Context: an optimization exercise on an open-source flow, tuned for small area, a short achievable clock period and few clock cycles. The choices shown serve that exercise and are no tape-out recipe.
At most, simulation tests tie the RTL to the original design; equivalence was not proved.
Only the layout flow was run in run 2; the RTL was not checked for function there.
Power is estimated from default activity; no workload was simulated.

--- flow/design.v ---
module dcache_line_nway #(
  parameter int unsigned DATABITS      = 32,
  parameter int unsigned ADDRBITS      = 32,
  parameter int unsigned CACHEADDRBITS = 4,
  parameter int unsigned LSBITS        = 2,
  parameter int unsigned WAYS          = 4,
  parameter int unsigned WAYBITS       = (WAYS > 1) ? $clog2(WAYS) : 1,
  parameter int unsigned CNTMISSBITS   = 8
) (
  input  logic                     clk,
  input  logic                     reset,
  input  logic [ADDRBITS-1:0]      dcache_addr,
  input  logic [DATABITS-1:0]      dcache_in,
  input  logic [DATABITS/8-1:0]    byteenable,
  input  logic                     dcache_rdreq,
  input  logic                     dcache_wrreq,
  output logic [DATABITS-1:0]      dcache_out,
  output logic                     dcache_valid,
  output logic                     dcache_busy,
  input  logic                     invalidate,
  output logic [ADDRBITS-1:0]      mem_addr,
  output logic [DATABITS-1:0]      mem_out,
  output logic                     mem_wrreq,
  input  logic                     mem_wr_ack,
  output logic                     mem_rdreq,
  input  logic [DATABITS-1:0]      mem_in,
  input  logic                     mem_in_valid,
  output logic [CNTMISSBITS-1:0]   cnt_miss
);
  localparam int unsigned TAGBITS = ADDRBITS - CACHEADDRBITS - LSBITS;
  localparam int unsigned BANKNUM = DATABITS / 8;
  localparam int unsigned WORDS   = 1 << CACHEADDRBITS;
  localparam logic [CACHEADDRBITS-1:0] LastWord = CACHEADDRBITS'(WORDS - 1);
  logic                     busy_q, wb_q, fill_q, dvalid_q;
  logic [WAYS-1:0]          valid_q, dirty_q;
  logic [WAYBITS-1:0]       ptr_q;
  logic [CACHEADDRBITS-1:0] cnt_q;
  logic [CNTMISSBITS-1:0]   cnt_miss_q;
  logic [TAGBITS-1:0]       req_tag_q;
  logic [CACHEADDRBITS-1:0] req_word_q;
  logic [DATABITS-1:0]      wdata_q;
  logic [BANKNUM-1:0]       be_q;
  logic                     is_wr_q;
  logic [TAGBITS-1:0]       mtag_q;
  logic [DATABITS-1:0]      mout_q;
  logic [DATABITS-1:0]      out_q;
  logic [TAGBITS-1:0]       tag_q  [WAYS];
  logic [DATABITS-1:0]      data_q [WAYS][WORDS];
  logic                     idle, req, hit, vdirty;
  logic [TAGBITS-1:0]       in_tag, vic_tag;
  logic [CACHEADDRBITS-1:0] in_word, nxt_word;
  logic [WAYS-1:0]          hit_w, vic, rd_way;
  logic [WORDS-1:0]         rd_sel;
  logic [DATABITS-1:0]      rd_data, w0_data, wbus;
  logic [DATABITS-1:0]      way_word [WAYS];
  logic                     fill_beat, wb_beat, last, merge_word;
  logic [WORDS-1:0]         fill_sel;
  logic [BANKNUM-1:0]       wr_sel [WORDS];
  logic                     unused_lsb;
  assign idle       = !(wb_q || fill_q);
  assign req        = dcache_rdreq || dcache_wrreq;
  assign in_tag     = dcache_addr[ADDRBITS-1 -: TAGBITS];
  assign in_word    = dcache_addr[LSBITS +: CACHEADDRBITS];
  assign unused_lsb = ^dcache_addr[LSBITS-1:0];
  assign last       = (cnt_q == LastWord);
  assign fill_beat  = fill_q && mem_in_valid;
  assign wb_beat    = wb_q && mem_wr_ack;
  assign nxt_word   = cnt_q + 1'b1;
  assign merge_word = is_wr_q && (cnt_q == req_word_q);
  always_comb begin
    vic = '0;
    vic[ptr_q] = 1'b1;
    for (int w = WAYS - 1; w >= 0; w--) begin
      if (!valid_q[w]) begin
        vic    = '0;
        vic[w] = 1'b1;
      end
    end
  end
  always_comb begin
    vdirty  = 1'b0;
    vic_tag = '0;
    w0_data = '0;
    for (int w = 0; w < WAYS; w++) begin
      vdirty  = vdirty | (vic[w] & valid_q[w] & dirty_q[w]);
      vic_tag = vic_tag | ({TAGBITS{vic[w]}} & tag_q[w]);
      w0_data = w0_data | ({DATABITS{vic[w]}} & data_q[w][0]);
    end
  end
  always_comb begin
    for (int w = 0; w < WAYS; w++) hit_w[w] = valid_q[w] && (tag_q[w] == in_tag);
  end
  assign hit = |hit_w;
  always_comb begin
    for (int k = 0; k < WORDS; k++)
      rd_sel[k] = idle ? (in_word == k) : (nxt_word == k);
    for (int w = 0; w < WAYS; w++) rd_way[w] = idle ? hit_w[w] : vic[w];
  end
  always_comb begin
    rd_data = '0;
    for (int w = 0; w < WAYS; w++) begin
      way_word[w] = '0;
      for (int k = 0; k < WORDS; k++)
        way_word[w] = way_word[w] | ({DATABITS{rd_sel[k]}} & data_q[w][k]);
      rd_data = rd_data | ({DATABITS{rd_way[w]}} & way_word[w]);
    end
  end
  always_comb begin
    for (int b = 0; b < BANKNUM; b++)
      wbus[8*b +: 8] = idle ? dcache_in[8*b +: 8] :
                       (merge_word && be_q[b]) ? wdata_q[8*b +: 8] : mem_in[8*b +: 8];
  end
  always_comb begin
    for (int k = 0; k < WORDS; k++) begin
      fill_sel[k] = fill_beat && (cnt_q == k);
      for (int b = 0; b < BANKNUM; b++)
        wr_sel[k][b] = idle && dcache_wrreq && (in_word == k) && byteenable[b];
    end
  end
  always_ff @(posedge clk) begin
    for (int w = 0; w < WAYS; w++) begin
      for (int k = 0; k < WORDS; k++) begin
        for (int b = 0; b < BANKNUM; b++) begin
          if ((hit_w[w] && wr_sel[k][b]) || (vic[w] && fill_sel[k]))
            data_q[w][k][8*b +: 8] <= wbus[8*b +: 8];
        end
      end
      if (fill_beat && last && vic[w]) tag_q[w] <= req_tag_q;
    end
  end
  always_ff @(posedge clk) begin
    if (idle) begin
      req_tag_q  <= in_tag;
      req_word_q <= in_word;
      wdata_q    <= dcache_in;
      be_q       <= byteenable;
      is_wr_q    <= dcache_wrreq;
      mtag_q     <= vdirty ? vic_tag : in_tag;
      mout_q     <= w0_data;
    end else if (wb_beat) begin
      mout_q     <= rd_data;
      if (last) mtag_q <= req_tag_q;
    end
    if (idle ? dcache_rdreq : (fill_beat && !is_wr_q && (cnt_q == req_word_q)))
      out_q <= idle ? rd_data : mem_in;
  end
  always_ff @(posedge clk or posedge reset) begin
    if (reset) begin
      busy_q     <= 1'b0;
      wb_q       <= 1'b0;
      fill_q     <= 1'b0;
      dvalid_q   <= 1'b0;
      valid_q    <= '0;
      dirty_q    <= '0;
      ptr_q      <= '0;
      cnt_q      <= '0;
      cnt_miss_q <= '0;
    end else begin
      dvalid_q <= 1'b0;
      if (idle) begin
        if (invalidate) begin
          valid_q <= '0;
          dirty_q <= '0;
        end
        if (req) begin
          if (hit) begin
            dvalid_q <= 1'b1;
            if (dcache_wrreq) dirty_q <= dirty_q | hit_w;
          end else begin
            busy_q <= 1'b1;
            wb_q   <= vdirty;
            fill_q <= !vdirty;
            if (cnt_miss_q != '1) cnt_miss_q <= cnt_miss_q + 1'b1;
          end
        end
      end
      if (wb_beat) begin
        cnt_q <= cnt_q + 1'b1;
        if (last) begin
          wb_q   <= 1'b0;
          fill_q <= 1'b1;
        end
      end
      if (fill_beat) begin
        cnt_q <= cnt_q + 1'b1;
        if (last) begin
          fill_q   <= 1'b0;
          busy_q   <= 1'b0;
          dvalid_q <= 1'b1;
          valid_q  <= valid_q | vic;
          dirty_q  <= is_wr_q ? (dirty_q | vic) : (dirty_q & ~vic);
          if (vic[ptr_q]) ptr_q <= ptr_q + 1'b1;
        end
      end
    end
  end
  assign dcache_out   = out_q;
  assign dcache_valid = dvalid_q;
  assign dcache_busy  = busy_q;
  assign mem_wrreq    = wb_q;
  assign mem_rdreq    = fill_q;
  assign mem_addr     = {mtag_q, cnt_q, {LSBITS{1'b0}}};
  assign mem_out      = mout_q;
  assign cnt_miss     = cnt_miss_q;
endmodule
--- flow/flow/run.sh ---
#!/bin/bash
bash standard.sh SETUP_SLACK_MARGIN=6.3 MATCH_CELL_FOOTPRINT=0 \
  "BUFFER_PORTS_ARGS=-buffer_cell sky130_fd_sc_hd__buf_2" finish > standard_flow.log 2>&1
--- flow/standard.sh ---
#!/bin/bash
# synth_recipe.tcl (not shown) runs the flow's synth.tcl, then flattens the netlist and writes it again
# the make line also repeats each setting of config.mk as NAME=value (left out here)
make -C /OpenROAD-flow-scripts/flow DESIGN_CONFIG=/design/flow/config.mk WORK_HOME=/design/flow/orfs CLKGATE_MAP_FILE= SYNTH_SCRIPT=/design/flow/synth_recipe.tcl "${@:-finish}"
--- flow/config.mk ---
export PLATFORM = sky130hd
export DESIGN_NAME = dcache_line_nway
export DESIGN_NICKNAME = dcache_line_nway
export VERILOG_FILES = /design/flow/design.v
export SDC_FILE = /design/flow/constraint.sdc
export NUM_CORES = 4
export LEC_CHECK = 0
export CAP_MARGIN = 20
export CORE_MARGIN = 2
export CORE_UTILIZATION = 60
export CTS_CLUSTER_DIAMETER = 100
export CTS_CLUSTER_SIZE = 30
export PLACE_DENSITY = 0.7
export SLEW_MARGIN = 20
export TNS_END_PERCENT = 10
--- flow/constraint.sdc ---
create_clock -name core_clock -period 10.0 [get_ports {clk}]
set_input_delay 2.0000 -clock core_clock [delete_from_list [all_inputs] [get_ports {clk}]]
set_output_delay 2.0000 -clock core_clock [all_outputs]
set_load 0.01 [all_outputs]
==> results by group, run 1 <==
Clock network
  • H-tree depth: 3
  • Clock slew seen by the registers of the worst setup and hold paths: 0.11 ns
  • Sink Count: 2335
  • TritonCTS clock tree: yes
  • Total CTS buffers: 89
  • Root buf cell: clkbuf_16
  • Clock Tree Buf Depth: 3
  • Clock Latency Late Sink: 0.80 ns
  • Count of hold-fix buffers inserted at cts: 0

Timing
  • Slew at the pin closest to its max-slew limit: 1.254 ns
  • Slew headroom: 16.09%
  • RSZ-0062 raised after global routing: true
  • Peak Freq: 228.4 MHz
  • Skew final: 0.04497 ns
  • Final setup viols: 0
  • Crit path time final: 4.379 ns
  • Max-slew violation count: 0
  • Hold Violations, Final: 0
  • Tcrit/Tclk final: 43.79%
  • Setup tns final: 0 ns

Placed design
  • Port bufs: 210
  • DP HPWL: 184900 um
  • Placed cell area: 0.09607 mm2
  • Final GP Congestion: 1.027

Synth
  • #FFs+latches synth: 2335
  • Library cells used by synthesis: 68
  • Most frequent cell after synthesis: edfxtp_1
  • Post-Syn Area: 0.09055 mm2
  • EDFF count, synth: 2309
  • Synth area leader: edfxtp_1
  • Most used flip-flop cell after synthesis: edfxtp_1
  • Avg Inst Size Synth: 16.02 um2
  • Gate Count Post-Synth: 5653
  • Post-synth top cells: 2309 x edfxtp_1, 663 x a22oi_1, 561 x o21ai_0
  • Synth area leaders: edfxtp_1 77%, a22oi_1 5.5%, o21ai_0 3.1%, nand2_1 2.1%, a22o_1 1.2%
  • Ys async rst share: 1.113%
  • Warnings from Yosys: 5
  • Top-area cell type share of the netlist area: 76.58%
  • Sequential fraction of the synthesis area: 77.29%

GRT
  • Gr usage total: 46.16%
  • Largest net degree at the start of global routing: 89
  • Initial antenna violation count: 31
  • GRT overflow: 0
  • First-pass GRT wire length: 476700 um
  • Vias in the first global route: 57510

Die
  • Io pins: 215
  • Initial Util: 60.45%
  • Row count: 142
  • Die area: 0.1540 mm2
  • Chip height: 392.5 um
  • Die X: 392.5 um
  • Core Area: 0.1498 mm2

Cells and area
  • Final Util: 71.26%
  • FF/Latch Area: 0.06999 mm2
  • Area of the multi-input gates: 0.02254 mm2
  • Fin nets: 6357
  • Area grow syn2layout: 17.87%
  • Share of cells above drive strength 1: 24.29%
  • Design area: 0.1067 mm2
  • Fillcell total: 9218

Setup path
  • Critical Path RT: 10.52 ns
  • WS Path Type: reg -> reg
  • Max FO, Critical Path: 32
  • Worst EP arrival: 4.90 ns
  • Crit end category: flip-flop
  • Critical path launch point type: flip-flop

Route
  • DR pass1 iterations: 14
  • DRT antenna net count: 0
  • DR vias: 64620
  • Initial DRC Count: 14580
  • WL per Instance: 44.15 um
  • Vias/cell: 7.772
  • Total wire length: 367100 um
  • DRC violations left: 0

Pwr
  • Maximum VDD drop: 165.2 uV
  • Cell Pwr Density: 266.0 mW/mm2
  • Static Leak: 34.77 nW

Flow run
  • Max Cap Viol: 0

Status
  • Outcome: timing/DRC/antenna clean

Hold path
  • Min-delay worst type: reg -> reg
## cell families (layout without fill, tap and decap cells)
kind of cell | after synthesis | count (layout) | synth area share, %
buffers and inverters | 449 | 1041 | 2.055
and+or+nand+nor | 881 | 901 | 4.683
AOI/OAI and AO/OA | 1825 | 1825 | 14.29
other | 1 | 35 | 0.004142
DFF | 2335 | 2335 | 77.29
xor gates and xnor gates | 118 | 118 | 1.141
muxes | 34 | 34 | 0.3911
adders and majority gates | 10 | 10 | 0.1382
## stage by stage
step | cells | setup WS, ns | power [W] | hold WS, ns
6_report | 8315 | 5.621 | 0.02839 | 0.4912
5_1_grt | 8286 | 5.612 | 0.02839 | 0.5221
4_1_cts | 8200 | 5.787 | 0.02670 | 0.4928
3_5_place_dp | 7813 | 3.711 | 0.01969 | 0.4749
3_3_place_gp | 7811 | 3.755 | 0.01958 | 0.4714
2_1_floorplan | 5654 | 5.601 | 0.01626 | 0.4815
## timing repair
item,CTS,global route
pin swaps,176,160
endpoints found under the setup margin,4136,2575
cloned,79,15
gates resized for setup,518,263
setup buffers,191,67
## cell type report
class,count,share of cell area (%)
Clock buffer,108,2.193
Tap cell,2016,2.363
Timing Repair Buffer,880,8.354
Clock inverter,9,0.1501
Inverter,44,0.1618
Antenna cell,33,0.07738
Sequential cell,2335,65.58
Multi-Input combinational cell,2890,21.12
## metal layers
| layer | vias up | track usage [%] | part of all wire, % | wire length, um |
|---|---|---|---|---|
| met1 | 31330 | 57.04 | 30 | 111400 |
| met4 | 60 | 30.33 | 9.4 | 34370 |
| li1 | 24050 | - | - | - |
| met3 | 1932 | 23.09 | 20 | 72470 |
| met5 | - | 3.126 | 0.27 | 1003 |
| met2 | 7255 | 63.73 | 40 | 147800 |
## power by group
| group | switching [W] | internal, W |
|---|---|---|
| registers | 0.000198 | 0.0116 |
| logic | 0.00786 | 0.00409 |
| clock network | 0.00289 | 0.00174 |
| total | 0.0109 | 0.0174 |
## flip-flops by register name (all words and copies together) (netlist names), 2 cells and up, named ones only
register and flops:
wdata_q 32, be_q 4, valid_q 4, mout_q 32, ptr_q 2, tag_q 104
req_tag_q 26, cnt_miss_q 8, data_q 2048, req_word_q 4, cnt_q 4, mtag_q 26
out_q 32
## cell usage in the layout (no fill, tap or decap), drive strengths merged, types with 5 or more instances in the layout
cell type	count
edfxtp	2309
buf	830
a22oi	663
o21ai	590
nand2	516
clkbuf	158
a22o	126
a221oi	113
and3	70
xnor2	66
nand3	63
a222oi	58
nand4	52
xor2	52
inv	48
a31oi	47
a21oi	46
and4	41
o31a	40
a2111oi	35
diode	33
mux2i	32
or2	28
or4	28
dfrtp	26
nor2	26
o21a	25
o2111a	24
nor3	19
nor4	18
o2111ai	15
and2	13
o31ai	12
nand3b	10
a32o	10
ha	10
nor2b	7
a32oi	6
a21boi	5
## worst paths after layout
kind	startpoint	end	slack, ns	cells past startpoint
min	cnt_miss_q[5]	cnt_miss_q[5]	0.49	1
min in group asynchronous	reset	cnt_miss_q[7]	1.30	3
max in group asynchronous	reset	cnt_q[2]	8.33	3
max reg2reg	cnt_q[3]	out_q[29]	5.62	11
min reg2reg	cnt_miss_q[5]	cnt_miss_q[5]	0.49	1
max	cnt_q[3]	out_q[29]	5.62	11
## worst max-delay path: stages, from the launching register on
cell and delay [ns]:
dfrtp_1 0.64, a21boi_2 0.63, nor3_2 0.11, buf_4 0.33, or2_4 0.42, buf_16 0.21
a22oi_1 0.24, nand2_1 0.07, or4_4 0.59, a2111oi_4 0.47, buf_4 0.21, o21ai_1 0.05
Testbench counts, summed over its fixed seeds: cycles 90,735.
==> run 2, diff against run 1 <==
--- a/flow/design.v
+++ b/flow/design.v
@@ -35,6 +35,7 @@
   logic [WAYS-1:0]          valid_q, dirty_q;
   logic [WAYBITS-1:0]       ptr_q;
   logic [CACHEADDRBITS-1:0] cnt_q;
+  logic [CACHEADDRBITS-1:0] nxt_q;       
   logic [CNTMISSBITS-1:0]   cnt_miss_q;
   logic [TAGBITS-1:0]       req_tag_q;
   logic [CACHEADDRBITS-1:0] req_word_q;
@@ -65,7 +66,7 @@
   assign last       = (cnt_q == LastWord);
   assign fill_beat  = fill_q && mem_in_valid;
   assign wb_beat    = wb_q && mem_wr_ack;
-  assign nxt_word   = cnt_q + 1'b1;
+  assign nxt_word   = nxt_q;
   assign merge_word = is_wr_q && (cnt_q == req_word_q);
   always_comb begin
     vic = '0;
@@ -93,8 +94,8 @@
   assign hit = |hit_w;
   always_comb begin
     for (int k = 0; k < WORDS; k++)
-      rd_sel[k] = idle ? (in_word == k) : (nxt_word == k);
-    for (int w = 0; w < WAYS; w++) rd_way[w] = idle ? hit_w[w] : vic[w];
+      rd_sel[k] = ((idle ? in_word : nxt_word) == k);
+    for (int w = 0; w < WAYS; w++) rd_way[w] = (idle && hit_w[w]) || (wb_q && vic[w]);
   end
   always_comb begin
     rd_data = '0;
@@ -136,13 +137,13 @@
       be_q       <= byteenable;
       is_wr_q    <= dcache_wrreq;
       mtag_q     <= vdirty ? vic_tag : in_tag;
-      mout_q     <= w0_data;
-    end else if (wb_beat) begin
-      mout_q     <= rd_data;
-      if (last) mtag_q <= req_tag_q;
-    end
+    end else if (wb_beat && last) begin
+      mtag_q     <= req_tag_q;
+    end
+    if (idle || wb_beat)
+      mout_q <= rd_data | ({DATABITS{idle}} & w0_data);
     if (idle ? dcache_rdreq : (fill_beat && !is_wr_q && (cnt_q == req_word_q)))
-      out_q <= idle ? rd_data : mem_in;
+      out_q <= rd_data | ({DATABITS{fill_q}} & mem_in);
   end
   always_ff @(posedge clk or posedge reset) begin
     if (reset) begin
@@ -154,6 +155,7 @@
       dirty_q    <= '0;
       ptr_q      <= '0;
       cnt_q      <= '0;
+      nxt_q      <= CACHEADDRBITS'(1);
       cnt_miss_q <= '0;
     end else begin
       dvalid_q <= 1'b0;
@@ -175,14 +177,16 @@
         end
       end
       if (wb_beat) begin
-        cnt_q <= cnt_q + 1'b1;
+        cnt_q <= nxt_q;
+        nxt_q <= nxt_q + 1'b1;
         if (last) begin
           wb_q   <= 1'b0;
           fill_q <= 1'b1;
         end
       end
       if (fill_beat) begin
-        cnt_q <= cnt_q + 1'b1;
+        cnt_q <= nxt_q;
+        nxt_q <= nxt_q + 1'b1;
         if (last) begin
           fill_q   <= 1'b0;
           busy_q   <= 1'b0;
--- a/flow/config.mk
+++ b/flow/config.mk
@@ -9,7 +9,7 @@
 export CORE_MARGIN = 2
 export CORE_UTILIZATION = 60
 export CTS_CLUSTER_DIAMETER = 100
-export CTS_CLUSTER_SIZE = 30
+export CTS_CLUSTER_SIZE = 24
 export PLACE_DENSITY = 0.7
 export SLEW_MARGIN = 20
 export TNS_END_PERCENT = 10
==> results by group, run 2 <==
Setup path
  • CP bufs+invs: 2
  • CP top delay family: compound AO/OA/AOI/OAI gates
  • Crit end category: flip-flop
  • WS Path Type: in -> reg
  • Crit Reg-Reg Startpoint: fill_q
  • R2R depth: 11
  • Max FO, Critical Path: 7
  • Worst EP arrival: 5.02 ns
  • Critical Path RT: 10.55 ns
  • CP Cell Sequence: buf_16 > or4b_4 > o21ai_4 > buf_12 > a222oi_1 > o221ai_2 > nor3_4 > o221a_4 > or3b_4
  • RR Endpoint: mout_q[30]
  • Critical path launch point type: primary input
  • CP max stage cell: a222oi_1
  • Slowest stage delay, CP: 0.91 ns
  • FF-to-FF setup slack: 5.58 ns

Hold path
  • Worst Min Path Start: cnt_miss_q[6]
  • Min-delay worst type: reg -> reg
  • Hold Path Stages: 1
  • Hold Path Sink: cnt_miss_q[6]

Synth
  • Sequential fraction of the synthesis area: 76.60%
  • Gate Count Post-Synth: 5737
  • Post-synth top cells: 2309 x edfxtp_1, 489 x nand2_1, 443 x o21ai_0
  • Synth area leader: edfxtp_1
  • EDFF count, synth: 2309
  • Synth area leaders: edfxtp_1 76%, a22oi_1 3.6%, a222oi_1 2.7%, o21ai_0 2.4%, nand2_1 2.0%
  • Avg Inst Size Synth: 15.95 um2
  • Post-Syn Area: 0.09150 mm2
  • #FFs+latches synth: 2339
  • Most used flip-flop cell after synthesis: edfxtp_1
  • Most frequent cell after synthesis: edfxtp_1
  • Warnings from Yosys: 5
  • Ys async rst share: 1.283%
  • Library cells used by synthesis: 99
  • Top-area cell type share of the netlist area: 75.78%

Cells and area
  • Commonest cells after routing, fill and taps aside: 2309 x edfxtp_1, 518 x buf_4, 462 x nand2_1
  • Fillcell total: 9682
  • Largest register FFs: 2048
  • Largest registers: data_q: 2048 flops, tag_q: 104 flops
  • Most common cell after layout, fill and taps aside: edfxtp_1
  • Area grow syn2layout: 18.31%
  • Largest register by flop count: data_q
  • Design area: 0.1083 mm2
  • Share of cells above drive strength 1: 23.85%
  • Fin nets: 6531

Timing
  • Final setup viols: 0
  • Slew headroom: 16.18%
  • RSZ-0062 raised after global routing: true
  • Max-slew violation count: 0
  • Hold_ws: 0.4978 ns
  • Skew final: 0.02685 ns
  • Slew at the pin closest to its max-slew limit: 1.248 ns
  • Setup tns final: 0 ns
  • Peak Freq: 223.4 MHz
  • Hold Violations, Final: 0
  • Crit path time final: 4.476 ns
  • Tcrit/Tclk final: 44.76%

Pwr
  • Maximum VDD drop: 191.1 uV
  • Cell Pwr Density: 256.1 mW/mm2
  • Static Leak: 35.24 nW
  • Overall power: 0.02772 W

Die
  • Chip height: 394.5 um
  • Core Area: 0.1517 mm2
  • Row count: 143
  • Die X: 394.5 um
  • Io pins: 215
  • Initial Util: 60.31%
  • Die area: 0.1556 mm2

Route
  • DR vias: 68920
  • DRT antenna net count: 0
  • DRC violations left: 0
  • Vias/cell: 8.071
  • WL per Instance: 46.93 um
  • Total wire length: 400800 um
  • DR pass1 iterations: 14
  • Initial DRC Count: 16820

Clock network
  • Total CTS buffers: 107
  • Clock Tree Buf Depth: 3
  • Sink Count: 2339
  • Clock Latency Late Sink: 0.80 ns
  • Root buf cell: clkbuf_16
  • Clock slew seen by the registers of the worst setup and hold paths: 0.10 ns
  • H-tree depth: 3
  • TritonCTS clock tree: yes

Status
  • Outcome: timing/DRC/antenna clean

GRT
  • First-pass GRT wire length: 532100 um
  • Initial antenna violation count: 44
  • GRT overflow: 0
  • Vias in the first global route: 62250
  • Largest net degree at the start of global routing: 72
  • Gr usage total: 50.90%

Placed design
  • Final GP Congestion: 1.074
  • Placed cell area: 0.09717 mm2
  • DP HPWL: 217900 um
  • Port bufs: 210

Flow run
  • Max Cap Viol: 0
-- run 2: layer usage --
metal | wire length [um] | track usage (%)
met1 | 123200 | 62.85
met3 | 80160 | 27.73
met5 | 989 | 2.494
met4 | 39010 | 36.02
met2 | 157400 | 67.60
-- run 2: report_power, final --
group          switching [W]  total, W  leakage [nW]  internal, W
clock network        0.00300   0.00500          1.42      0.00200
logic                0.00780    0.0114          12.7      0.00356
registers           0.000163    0.0114          21.2       0.0112
total                 0.0110    0.0277          35.2       0.0168
-- run 2: cells by family after synthesis --
group | after synthesis | share of synthesized area [%]
simple gates | 884 | 4.314
buf+inv | 431 | 1.968
mux | 124 | 1.436
flops | 2339 | 76.60
other cells | 1 | 0.004098
fa+ha+maj | 6 | 0.08204
xor+xnor | 118 | 1.129
compound gates | 1834 | 14.47
-- run 2: how the worst max path moves through the flow --
stage	from	slack [ns]	cells past startpoint	end
global route	dcache_addr[4]	5.70	9	mout_q[31]
floorplan	dcache_addr[2]	5.62	10	mout_q[3]
global placement	dcache_addr[4]	3.34	11	mout_q[24]
finish	dcache_addr[4]	5.52	9	mout_q[31]
CTS	dcache_addr[3]	5.86	11	mout_q[2]
detailed placement	dcache_addr[4]	3.35	11	mout_q[24]
-- run 2: final cells by class --
cell class	instances	area [um2]	area share, %
sequential	2339	70090	64.75
multi-input combinational	2981	22860	21.11
clock buffer	140	2844	2.627
antenna	53	132.6	0.1225
clock inverter	7	80.08	0.07397
timing repair buffer	977	9647	8.911
tap	2030	2540	2.346
inverter	12	61.31	0.05663
-- run 2: worst reg2reg max path, stage by stage, from the launching register on --
cell and delay (ns):
dfrtp_4 0.60, or2_4 0.36, buf_4 0.44, mux2_8 0.57, buf_16 0.21, buf_12 0.17
a22oi_1 0.16, o22ai_1 0.16, a221oi_4 0.27, nand4_1 0.48, a221oi_2 0.47, o211ai_1 0.23
-- run 2: timing repair --
item                                     CTS  global route
endpoints found under the hold margin      0             0
pin swaps                                231            19
setup buffers                            328            13
hold buffers                               0             0
gates resized for setup                  755            20
endpoints found under the setup margin  4297          4013
cloned                                    65             0
-- run 2: metrics by stage --
stage,utilization (%),setup WS [ns],cells
6_report,71.35,5.524,8539
5_1_grt,71.27,5.700,8491
4_1_cts,71.15,5.860,8473
3_5_place_dp,64.04,3.346,7933
3_3_place_gp,63.99,3.342,7932
2_1_floorplan,-,5.615,5738
==> run 3, diff against run 2 <==
--- a/flow/design.v
+++ b/flow/design.v
@@ -37,7 +37,6 @@
   logic [CACHEADDRBITS-1:0] cnt_q;
   logic [CACHEADDRBITS-1:0] nxt_q;       
   logic [CNTMISSBITS-1:0]   cnt_miss_q;
-  logic [TAGBITS-1:0]       req_tag_q;
   logic [CACHEADDRBITS-1:0] req_word_q;
   logic [DATABITS-1:0]      wdata_q;
   logic [BANKNUM-1:0]       be_q;
@@ -126,19 +125,18 @@
             data_q[w][k][8*b +: 8] <= wbus[8*b +: 8];
         end
       end
-      if (fill_beat && last && vic[w]) tag_q[w] <= req_tag_q;
+      if (idle && req && !hit && vic[w]) tag_q[w] <= in_tag;
     end
   end
   always_ff @(posedge clk) begin
     if (idle) begin
-      req_tag_q  <= in_tag;
       req_word_q <= in_word;
       wdata_q    <= dcache_in;
       be_q       <= byteenable;
       is_wr_q    <= dcache_wrreq;
       mtag_q     <= vdirty ? vic_tag : in_tag;
     end else if (wb_beat && last) begin
-      mtag_q     <= req_tag_q;
+      mtag_q     <= vic_tag;    
     end
     if (idle || wb_beat)
       mout_q <= rd_data | ({DATABITS{idle}} & w0_data);
==> results by group, run 3 <==
Pwr
  • Maximum VDD drop: 220.0 uV
  • Cell Pwr Density: 262.4 mW/mm2
  • Static Leak: 35.41 nW
  • Overall power: 0.02844 W

Setup path
  • Max FO, Critical Path: 6
  • Critical path launch point type: primary input
  • Worst Setup SP: dcache_addr[4]
  • Worst EP arrival: 5.03 ns
  • WS Path Type: in -> reg
  • Critical Path RT: 10.58 ns
  • Crit end category: flip-flop
  • Crit Reg-Reg Startpoint: wb_q
  • FF-to-FF setup slack: 5.77 ns
  • R2R depth: 12

Clock network
  • H-tree depth: 3
  • TritonCTS clock tree: yes
  • Clock Tree Buf Depth: 3
  • Root buf cell: clkbuf_16
  • Clock Latency Late Sink: 0.84 ns
  • Clock slew seen by the registers of the worst setup and hold paths: 0.10 ns
  • Sink Count: 2313
  • Total CTS buffers: 106
  • Count of hold-fix buffers inserted at cts: 0

Route
  • DR pass1 iterations: 17
  • DRT antenna net count: 0
  • DR vias: 69430
  • Initial DRC Count: 17950
  • Total wire length: 398200 um
  • Vias/cell: 8.104
  • DRC violations left: 0
  • WL per Instance: 46.47 um

Hold path
  • Hold Path Stages: 1
  • Worst Min Path Start: cnt_miss_q[7]
  • Min-delay worst type: reg -> reg

Synth
  • EDFF count, synth: 2283
  • Synth area leaders: edfxtp_1 75%, a222oi_1 2.9%, a22oi_1 2.7%, nand2_1 2.3%, o21ai_0 2.0%
  • #FFs+latches synth: 2313
  • Synth area leader: edfxtp_1
  • Sequential fraction of the synthesis area: 76.18%
  • Top-area cell type share of the netlist area: 75.35%
  • Most used flip-flop cell after synthesis: edfxtp_1
  • Most frequent cell after synthesis: edfxtp_1
  • Post-Syn Area: 0.09098 mm2
  • Ys async rst share: 1.297%
  • Library cells used by synthesis: 94
  • Post-synth top cells: 2283 x edfxtp_1, 563 x nand2_1, 372 x o21ai_0
  • Avg Inst Size Synth: 15.86 um2
  • Warnings from Yosys: 5
  • Gate Count Post-Synth: 5738

Cells and area
  • Area of the multi-input gates: 0.02312 mm2
  • Largest register FFs: 2048
  • Area grow syn2layout: 19.14%
  • Share of cells above drive strength 1: 25.23%
  • Fillcell total: 9231
  • Final std cells w/o fill: 8568
  • Fin nets: 6574
  • FF/Latch Area: 0.06931 mm2
  • Commonest cells after routing, fill and taps aside: 2283 x edfxtp_1, 538 x nand2_1, 532 x buf_4
  • Largest registers: data_q: 2048 flops, tag_q: 104 flops
  • Most common cell after layout, fill and taps aside: edfxtp_1
  • Largest register by flop count: data_q

Die
  • Initial Util: 60.60%
  • Die area: 0.1548 mm2
  • Row count: 142
  • Chip height: 393.4 um
  • Core Area: 0.1501 mm2
  • Die X: 393.4 um
  • Io pins: 215

Status
  • Outcome: timing/DRC/antenna clean

GRT
  • Vias in the first global route: 61840
  • GRT overflow: 0
  • Gr usage total: 49.57%
  • Largest net degree at the start of global routing: 67
  • Initial antenna violation count: 36
  • First-pass GRT wire length: 520700 um

Timing
  • Tcrit/Tclk final: 44.45%
  • Skew final: 0.06259 ns
  • Peak Freq: 225.0 MHz
  • Final setup viols: 0
  • Hold Violations, Final: 0
  • Setup tns final: 0 ns
  • Crit path time final: 4.445 ns
  • Slew headroom: 11.66%
  • Slew at the pin closest to its max-slew limit: 1.318 ns
  • RSZ-0062 raised after global routing: true
  • Max-slew violation count: 0

Placed design
  • DP HPWL: 217100 um
  • Port bufs: 210
  • Cells after DPL: 7946
  • Final GP Congestion: 1.053

Flow run
  • Max Cap Viol: 0
run 3: changes by cell type in the layout (fill, tap and decap cells not counted), moves of 20 or more:
cell      previous run  this run
a21oi_1            133       174
a22oi_1            427       310
edfxtp_1          2309      2283
mux2_2              16        43
nand3_1             54        25
a221oi_1            34        74
nand2_1            462       538
a21oi_2              1        24
a21boi_0            24         4
o21ai_1            104        46
run 3: critical path, stage by stage:
cell       delay [ns]
buf_16           0.13
or3b_4           0.35
buf_6            0.14
a211oi_4         0.08
buf_12           0.17
clkbuf_16        0.18
buf_4            0.18
a22oi_1          0.22
o22ai_2          0.15
o41ai_4          0.61
nand4_1          0.36
buf_6            0.26
a21o_1           0.16
run 3: final cells by class:
| type | instances | share of cell area (%) |
|---|---|---|
| Timing Repair Buffer | 1021 | 9.531 |
| Antenna cell | 59 | 0.1362 |
| Tap cell | 2016 | 2.327 |
| Multi-Input combinational cell | 3002 | 21.33 |
| Sequential cell | 2313 | 63.94 |
| Clock inverter | 7 | 0.07272 |
| Inverter | 17 | 0.08311 |
| Clock buffer | 133 | 2.580 |
run 3: what timing repair did:
| item | 4_1_cts | 5_1_grt |
|---|---|---|
| gates cloned | 61 | 17 |
| setup endpoints to repair | 3278 | 1614 |
| setup buffers | 272 | 73 |
| gates resized for setup | 662 | 204 |
| pin swaps | 171 | 122 |
run 3: worst paths after layout:
kind / endpoint
worst max-delay path: out_q[14]
worst min register to register: cnt_miss_q[7]
worst min-delay path: cnt_miss_q[7]
max in group asynchronous: nxt_q[0]
min in group asynchronous: nxt_q[1]
worst max register to register: mout_q[29]
run 3: power by group:
| group | internal (W) | switching [W] | total (W) |
|---|---|---|---|
| registers | 0.0111 | 0.000162 | 0.0113 |
| clock network | 0.00198 | 0.00296 | 0.00494 |
| logic | 0.00398 | 0.00826 | 0.0122 |
| total | 0.0171 | 0.0114 | 0.0284 |
run 3: routing by layer:
layer | vias up | GRT usage, % | part of all wire [%]
met5 | - | 0.4926 | 0.19
met4 | 34 | 32.82 | 9.1
met3 | 2236 | 27.47 | 21
met2 | 8712 | 65.51 | 39
met1 | 33480 | 62.30 | 31
li1 | 24970 | - | -
run 3: cell families (layout without fill, tap and decap cells):
group / count (synthesis) / count (layout) / share of synthesized area, %
flops: 2313 / 2313 / 76.18
compound gates: 1763 / 1768 / 14.08
simple gates: 947 / 952 / 4.544
buf+inv: 437 / 1178 / 2.067
mux: 157 / 160 / 1.950
xor+xnor: 114 / 114 / 1.097
fa+ha+maj: 6 / 6 / 0.08251
other cells: 1 / 61 / 0.004122
run 3: through the flow:
step | hold slack (ns) | utilization, % | setup WS (ns) | cell area, um2
floorplan | 0.4720 | - | 5.446 | 91220
detailed placement | 0.4844 | 64.45 | 2.699 | 96760
global placement | 0.4698 | 64.42 | 2.845 | 96710
CTS | 0.4997 | 70.72 | 5.684 | 106200
finish | 0.5026 | 72.20 | 5.555 | 108400
global route | 0.5309 | 72.13 | 5.610 | 108300
Testbench counts of run 3, summed over its fixed seeds: cycles 90,735.
==> run 4, diff against run 3 <==
--- a/flow/design.v
+++ b/flow/design.v
@@ -38,12 +38,11 @@
   logic [CACHEADDRBITS-1:0] nxt_q;       
   logic [CNTMISSBITS-1:0]   cnt_miss_q;
   logic [CACHEADDRBITS-1:0] req_word_q;
-  logic [DATABITS-1:0]      wdata_q;
   logic [BANKNUM-1:0]       be_q;
   logic                     is_wr_q;
   logic [TAGBITS-1:0]       mtag_q;
   logic [DATABITS-1:0]      mout_q;
-  logic [DATABITS-1:0]      out_q;
+  logic [DATABITS-1:0]      out_q;       
   logic [TAGBITS-1:0]       tag_q  [WAYS];
   logic [DATABITS-1:0]      data_q [WAYS][WORDS];
   logic                     idle, req, hit, vdirty;
@@ -94,7 +93,8 @@
   always_comb begin
     for (int k = 0; k < WORDS; k++)
       rd_sel[k] = ((idle ? in_word : nxt_word) == k);
-    for (int w = 0; w < WAYS; w++) rd_way[w] = (idle && hit_w[w]) || (wb_q && vic[w]);
+    for (int w = 0; w < WAYS; w++)
+      rd_way[w] = (idle && dcache_rdreq && hit_w[w]) || (wb_q && vic[w]);
   end
   always_comb begin
     rd_data = '0;
@@ -108,7 +108,7 @@
   always_comb begin
     for (int b = 0; b < BANKNUM; b++)
       wbus[8*b +: 8] = idle ? dcache_in[8*b +: 8] :
-                       (merge_word && be_q[b]) ? wdata_q[8*b +: 8] : mem_in[8*b +: 8];
+                       (merge_word && be_q[b]) ? out_q[8*b +: 8] : mem_in[8*b +: 8];
   end
   always_comb begin
     for (int k = 0; k < WORDS; k++) begin
@@ -131,7 +131,6 @@
   always_ff @(posedge clk) begin
     if (idle) begin
       req_word_q <= in_word;
-      wdata_q    <= dcache_in;
       be_q       <= byteenable;
       is_wr_q    <= dcache_wrreq;
       mtag_q     <= vdirty ? vic_tag : in_tag;
@@ -140,8 +139,8 @@
     end
     if (idle || wb_beat)
       mout_q <= rd_data | ({DATABITS{idle}} & w0_data);
-    if (idle ? dcache_rdreq : (fill_beat && !is_wr_q && (cnt_q == req_word_q)))
-      out_q <= rd_data | ({DATABITS{fill_q}} & mem_in);
+    if (idle ? req : (fill_beat && !is_wr_q && (cnt_q == req_word_q)))
+      out_q <= rd_data | ({DATABITS{fill_q}} & mem_in) | ({DATABITS{idle && dcache_wrreq}} & dcache_in);
   end
   always_ff @(posedge clk or posedge reset) begin
     if (reset) begin
==> results by group, run 4 <==
Status
  • Outcome: timing/DRC/antenna clean

Pwr
  • Static Leak: 33.70 nW
  • Cell Int Power: 0.01646 W
  • Sw frac: 38.70%
  • Sequential power share: 41.3%
  • Clock power frac: 18.2%
  • Overall power: 0.02685 W
  • Maximum VDD drop: 212.8 uV
  • Combinational Power Share: 40.6%
  • Cell Pwr Density: 255.0 mW/mm2
  • Psw: 0.01039 W

Timing
  • Slew headroom: 24.13%
  • Setup tns final: 0 ns
  • Skew final: 0.03745 ns
  • Crit path time final: 4.279 ns
  • RSZ-0062 raised after global routing: true
  • Hold_ws: 0.4988 ns
  • Max-slew violation count: 0
  • Hold Violations, Final: 0
  • Slew at the pin closest to its max-slew limit: 1.136 ns
  • Final setup viols: 0
  • Tcrit/Tclk final: 42.79%
  • Peak Freq: 233.7 MHz

Cells and area
  • Fillcell total: 8762
  • Largest register by flop count: data_q
  • Commonest cells after routing, fill and taps aside: 2251 x edfxtp_1, 424 x buf_4, 419 x a22oi_1
  • Largest register FFs: 2048
  • Most common cell after layout, fill and taps aside: edfxtp_1
  • Share of cells above drive strength 1: 24.74%
  • Fin nets: 6128
  • Area grow syn2layout: 19.08%
  • Largest registers: data_q: 2048 flops, tag_q: 104 flops

Setup path
  • Critical Path RT: 10.60 ns
  • WS Path Type: reg -> reg
  • Critical path launch point type: flip-flop
  • Crit end category: flip-flop
  • RR Endpoint: out_q[17]
  • Worst EP arrival: 4.87 ns
  • Worst Setup SP: fill_q
  • Crit Reg-Reg Startpoint: fill_q
  • Max FO, Critical Path: 23
  • Critical path capture point: out_q[17]
  • R2R depth: 12
  • FF-to-FF setup slack: 5.72 ns

Synth
  • Synth area leader: edfxtp_1
  • Ys async rst share: 1.315%
  • Sequential fraction of the synthesis area: 77.28%
  • Post-synth top cells: 2251 x edfxtp_1, 434 x a22oi_1, 374 x a222oi_1
  • Avg Inst Size Synth: 16.37 um2
  • Most used flip-flop cell after synthesis: edfxtp_1
  • Warnings from Yosys: 5
  • #FFs+latches synth: 2281
  • Synth area leaders: edfxtp_1 76%, a222oi_1 4.2%, a22oi_1 3.7%, o21ai_0 2.1%, nand2_1 1.3%
  • Post-Syn Area: 0.08844 mm2
  • Top-area cell type share of the netlist area: 76.43%
  • Library cells used by synthesis: 80
  • EDFF count, synth: 2251
  • Gate Count Post-Synth: 5404
  • Most frequent cell after synthesis: edfxtp_1

Clock network
  • Sink Count: 2281
  • Clock Latency Late Sink: 0.83 ns
  • Clock slew seen by the registers of the worst setup and hold paths: 0.10 ns
  • Total CTS buffers: 105
  • H-tree depth: 3
  • Root buf cell: clkbuf_16
  • Count of hold-fix buffers inserted at cts: 0
  • Clock Tree Buf Depth: 3
  • TritonCTS clock tree: yes

Die
  • Die X: 387.9 um
  • Chip height: 387.9 um
  • Die area: 0.1505 mm2
  • Row count: 140
  • Initial Util: 60.61%
  • Core Area: 0.1459 mm2
  • Io pins: 215

Hold path
  • Min-delay worst type: reg -> reg

Route
  • WL per Instance: 46.04 um
  • DR vias: 64910
  • DR pass1 iterations: 14
  • Vias/cell: 8.122
  • DRT antenna net count: 0
  • DRC violations left: 0
  • Initial DRC Count: 15930
  • Total wire length: 367900 um

GRT
  • Largest net degree at the start of global routing: 106
  • GRT overflow: 0
  • Vias in the first global route: 59140
  • Initial antenna violation count: 25
  • Gr usage total: 47.50%
  • First-pass GRT wire length: 486700 um

Placed design
  • Final GP Congestion: 0.9945
  • DP HPWL: 187100 um
  • Port bufs: 210

Flow run
  • Max Cap Viol: 0
run 4: changes by cell type in the layout (fill, tap and decap cells not counted), moves of 61 or more:
cell      previous run  this run
a21oi_1            174        91
o21ai_0            244       149
a22oi_1            310       419
a222oi_1           264       374
mux2i_1             94        33
nand2_1            538       278
buf_4              532       424
run 4: how the worst min path moves through the flow:
stage	start	end	slack (ns)	depth (start not counted)
2_1_floorplan	flip-flop	flip-flop	0.50	2
3_3_place_gp	cnt_miss_q[4]	cnt_miss_q[4]	0.47	1
3_5_place_dp	cnt_miss_q[4]	cnt_miss_q[4]	0.49	1
4_1_cts	cnt_miss_q[4]	cnt_miss_q[4]	0.50	1
5_1_grt	cnt_miss_q[4]	cnt_miss_q[4]	0.53	1
6_report	cnt_miss_q[4]	cnt_miss_q[4]	0.50	1
run 4: area by class of cell:
cell class / instances / area, um2 / share of cell area (%)
clock inverter: 9 / 103.9 / 0.09861
timing repair buffer: 914 / 9605 / 9.121
timing repair inverter: 1 / 11.26 / 0.01069
antenna: 20 / 50.05 / 0.04752
sequential: 2281 / 68350 / 64.90
multi-input combinational: 2702 / 21960 / 20.85
clock buffer: 137 / 2769 / 2.629
inverter: 10 / 63.81 / 0.06059
tap: 1917 / 2399 / 2.278
run 4: cell families after synthesis:
family | share of synthesized area, %
other | 0.004240
AOI/OAI and AO/OA | 15.45
DFF | 77.28
adders and majority gates | 0.08488
and+or+nand+nor | 3.407
muxes | 0.5348
buffers and inverters | 2.080
xor gates and xnor gates | 1.159
run 4: stage by stage:
stage	instance area [um2]	setup WS, ns	instances	utilization (%)
after global placement	93640	3.548	7422	64.17
after floorplan	88840	5.801	5405	-
after detailed placement	93650	3.502	7422	64.18
after CTS	103700	5.987	7906	71.04
after global routing	105300	5.857	7978	72.15
final	105300	5.721	7991	72.17
run 4: worst max-delay path: stages (launching register included):
cell	delay (ns)
dfrtp_4	0.43
buf_4	0.11
buf_4	0.51
o22ai_1	0.49
o21ai_4	0.22
buf_12	0.17
nor2_2	0.05
a222oi_1	0.92
nor4b_4	0.49
o21ai_2	0.14
a211oi_2	0.28
buf_4	0.17
nand2_1	0.04
run 4: what timing repair did:
item | 4_1_cts | 5_1_grt
pin swaps | 221 | 126
buffers inserted | 261 | 54
gates resized for setup | 679 | 179
gates cloned | 77 | 11
setup endpoints to repair | 4367 | 3841
run 4: layer usage:
layer / track usage (%) / share of wire, % / wire (um)
met1: 59.09 / 30 / 110800
met2: 64.90 / 40 / 147300
met3: 23.71 / 20 / 73470
met4: 32.32 / 9.5 / 35070
met5: 2.010 / 0.36 / 1307
run 4: power groups by stage:
stage | combinational [W] | clock, W | sequential, W
after floorplan | 0.00392 | 0 | 0.0112
after global placement | 0.00671 | 0 | 0.0113
after detailed placement | 0.00677 | 0 | 0.0113
after CTS | 0.00952 | 0.00480 | 0.0111
after global routing | 0.0106 | 0.00510 | 0.0111
final | 0.0109 | 0.00487 | 0.0111
Testbench counts of run 4, summed over its fixed seeds: cycles 90,735.
==> run 5, diff against run 4 <==
--- a/flow/config.mk
+++ b/flow/config.mk
@@ -7,9 +7,7 @@
 export LEC_CHECK = 0
 export CAP_MARGIN = 20
 export CORE_MARGIN = 2
-export CORE_UTILIZATION = 60
-export CTS_CLUSTER_DIAMETER = 100
-export CTS_CLUSTER_SIZE = 24
-export PLACE_DENSITY = 0.7
+export CORE_UTILIZATION = 50
+export PLACE_DENSITY = 0.6
 export SLEW_MARGIN = 20
 export TNS_END_PERCENT = 10
==> results by group, run 5 <==
Timing
  • Final setup viols: 0
  • Skew final: 0.03982 ns
  • Hold Violations, Final: 0
  • Hold_ws: 0.5017 ns
  • Slew at the pin closest to its max-slew limit: 1.118 ns
  • Tcrit/Tclk final: 42.10%
  • Slew headroom: 25.30%
  • Max-slew violation count: 0
  • Peak Freq: 237.5 MHz
  • Crit path time final: 4.210 ns
  • Setup slack after layout: 5.790 ns
  • RSZ-0062 raised after global routing: true
  • Setup tns final: 0 ns

Clock network
  • Clock Latency Late Sink: 0.92 ns
  • Sink Count: 2281
  • Total CTS buffers: 224
  • H-tree depth: 4
  • Count of hold-fix buffers inserted at cts: 0
  • Root buf cell: clkbuf_16
  • TritonCTS clock tree: yes
  • Clock slew seen by the registers of the worst setup and hold paths: 0.06 ns
  • Clock Tree Buf Depth: 3

Route
  • Vias/cell: 7.495
  • DR pass1 iterations: 10
  • Total wire length: 381700 um
  • DRT antenna net count: 0
  • DR vias: 64840
  • Initial DRC Count: 15020
  • WL per Instance: 44.13 um
  • DRC violations left: 0

GRT
  • GRT overflow: 0
  • Vias in the first global route: 59030
  • Initial antenna violation count: 21
  • Gr usage total: 41.14%
  • First-pass GRT wire length: 501700 um
  • Largest net degree at the start of global routing: 65

Synth
  • Top-area cell type share of the netlist area: 76.43%
  • #FFs+latches synth: 2281
  • Library cells used by synthesis: 80
  • Most used flip-flop cell after synthesis: edfxtp_1
  • Post-Syn Area: 0.08844 mm2
  • EDFF count, synth: 2251
  • Warnings from Yosys: 5
  • Sequential fraction of the synthesis area: 77.28%
  • Avg Inst Size Synth: 16.37 um2
  • Ys async rst share: 1.315%
  • Post-synth top cells: 2251 x edfxtp_1, 434 x a22oi_1, 374 x a222oi_1
  • Synth area leaders: edfxtp_1 76%, a222oi_1 4.2%, a22oi_1 3.7%, o21ai_0 2.1%, nand2_1 1.3%
  • Synth area leader: edfxtp_1
  • Gate Count Post-Synth: 5404
  • Most frequent cell after synthesis: edfxtp_1

Pwr
  • Combinational Power Share: 34.9%
  • Clock power frac: 28.0%
  • Sequential power share: 37.1%
  • Maximum VDD drop: 219.7 uV
  • Sw frac: 36.76%
  • Psw: 0.01102 W
  • Cell Int Power: 0.01897 W
  • Overall power: 0.02999 W
  • Static Leak: 35.72 nW
  • Cell Pwr Density: 272.6 mW/mm2

Flow run
  • Max Cap Viol: 0

Setup path
  • WS Path Type: reg -> reg
  • Max FO, Critical Path: 50
  • Critical Path RT: 10.59 ns
  • Crit end category: flip-flop
  • Worst EP arrival: 4.80 ns
  • Critical path launch point type: flip-flop

Die
  • Row count: 154
  • Chip height: 424.6 um
  • Io pins: 215
  • Die X: 424.6 um
  • Core Area: 0.1759 mm2
  • Die area: 0.1803 mm2
  • Initial Util: 50.27%

Placed design
  • Port bufs: 210
  • Final GP Congestion: 0.9882
  • Pre-CTS setup slack: 3.379 ns
  • DP HPWL: 197600 um

Cells and area
  • Fin nets: 6214
  • Largest register by flop count: data_q
  • Area grow syn2layout: 24.43%
  • Largest registers: data_q: 2048 flops, tag_q: 104 flops
  • Commonest cells after routing, fill and taps aside: 2251 x edfxtp_1, 431 x a22oi_1, 394 x buf_4
  • Share of cells above drive strength 1: 26.12%
  • Largest register FFs: 2048
  • Most common cell after layout, fill and taps aside: edfxtp_1

Status
  • Outcome: timing/DRC/antenna clean

Hold path
  • Min-delay worst type: reg -> reg
[run 5: final cells by class]
type	instances	area (um2)
Timing Repair inverter	2	22.52
Timing Repair Buffer	875	9397
Antenna cell	28	70.07
Sequential cell	2281	68350
Tap cell	2340	2928
Multi-Input combinational cell	2707	22050
Inverter	10	63.81
Clock buffer	270	5821
Clock inverter	138	1341
Fill cell	12570	65870
[run 5: repair_timing]
| action | 4_1_cts | 5_1_grt |
|---|---|---|
| setup buffers | 253 | 49 |
| pin swaps | 180 | 80 |
| gates resized for setup | 698 | 126 |
| setup endpoints to repair | 4351 | 1875 |
| cloned | 83 | 16 |
[run 5: worst max-delay path, stage by stage, from the launching register on]
cell and delay (ns):
dfrtp_1 0.42, inv_1 0.14, ha_1 0.21, nand3_1 0.14, a21boi_4 0.25, buf_4 0.49, buf_4 0.75, nand2_1 0.71
o21ai_1 0.36, buf_4 0.30
[run 5: worst paths after layout]
path | from | endpoint | slack, ns | depth (start not counted)
max | ptr_q[1] | data_q[31][25] | 5.79 | 9
min | cnt_miss_q[6] | cnt_miss_q[6] | 0.50 | 1
max reg2reg | ptr_q[1] | data_q[31][25] | 5.79 | 9
min reg2reg | cnt_miss_q[6] | cnt_miss_q[6] | 0.50 | 1
max in group asynchronous | reset | wb_q | 8.48 | 3
min in group asynchronous | reset | dvalid_q | 1.18 | 3
[run 5: cells by family (layout without fill, tap and decap cells)]
| family | Yosys count | in the layout | share of synthesized area (%) |
|---|---|---|---|
| xor gates and xnor gates | 117 | 117 | 1.159 |
| other | 1 | 30 | 0.004240 |
| AOI/OAI and AO/OA | 1837 | 1839 | 15.45 |
| adders and majority gates | 6 | 6 | 0.08488 |
| buffers and inverters | 440 | 1295 | 2.080 |
| DFF | 2281 | 2281 | 77.28 |
| muxes | 44 | 53 | 0.5348 |
| and+or+nand+nor | 678 | 690 | 3.407 |
[run 5: metal layers]
layer | global-route usage, % | wire length, um
met2 | 57.81 | 158700
met4 | 27.19 | 32110
met1 | 53.06 | 127400
met3 | 16.00 | 63360
met5 | 0 | 131
[run 5: power by group through the flow]
stage	clock (W)	sequential [W]	combinational, W
global route	0.00873	0.0111	0.0103
detailed placement	0	0.0113	0.00694
CTS	0.00837	0.0111	0.00959
global placement	0	0.0113	0.00689
floorplan	0	0.0112	0.00392
finish	0.00841	0.0111	0.0105
[run 5: per-stage QoR]
| step | area (um2) | std cells | utilization (%) |
|---|---|---|---|
| final | 110000 | 8651 | 62.55 |
| after global routing | 110000 | 8623 | 62.51 |
| after CTS | 108600 | 8558 | 61.75 |
| after detailed placement | 94020 | 7814 | 53.44 |
| after global placement | 93960 | 7813 | 53.41 |
| after floorplan | 88840 | 5405 | - |

-- static timing again, ports no longer ideal --
No port has a modelled driver above. Below, the same layouts with a new extraction and two added sets of constraints.
Step 1 sets driving cells, clkbuf_16 on the clock port and buf_2 on the other inputs (assumed; they add their load-dependent delay and slew).
Step 2, shift: input delay + t, output delay - t, t = (earliest + latest rising clock arrival at the registers) / 2. This alone moves slack from input paths to output paths.
Three values: no drivers, after step 1, after step 2; two values: the first two.
| run | t (ns) | slack for setup (ns) | clock arrival spread, ns | cell pins on the clock port's net |
|---|---|---|---|---|
| run 1 | 0.859 | 5.621 / 5.621 / 4.793 | 0.047 / 0.047 | 1 |
| run 2 | 0.875 | 5.524 / 5.424 / 4.549 | 0.032 / 0.031 | 1 |
| run 3 | 0.887 | 5.555 / 5.414 / 4.527 | 0.065 / 0.065 | 1 |
| run 4 | 0.889 | 5.721 / 5.574 / 4.686 | 0.047 / 0.047 | 1 |
| run 5 | 0.983 | 5.790 / 5.790 / 4.914 | 0.045 / 0.046 | 1 |
After both steps every run listed still meets setup and hold. For run 4, which loses most, drivers alone change the setup slack by -0.147 ns; drivers and shift together by -1.035 ns.
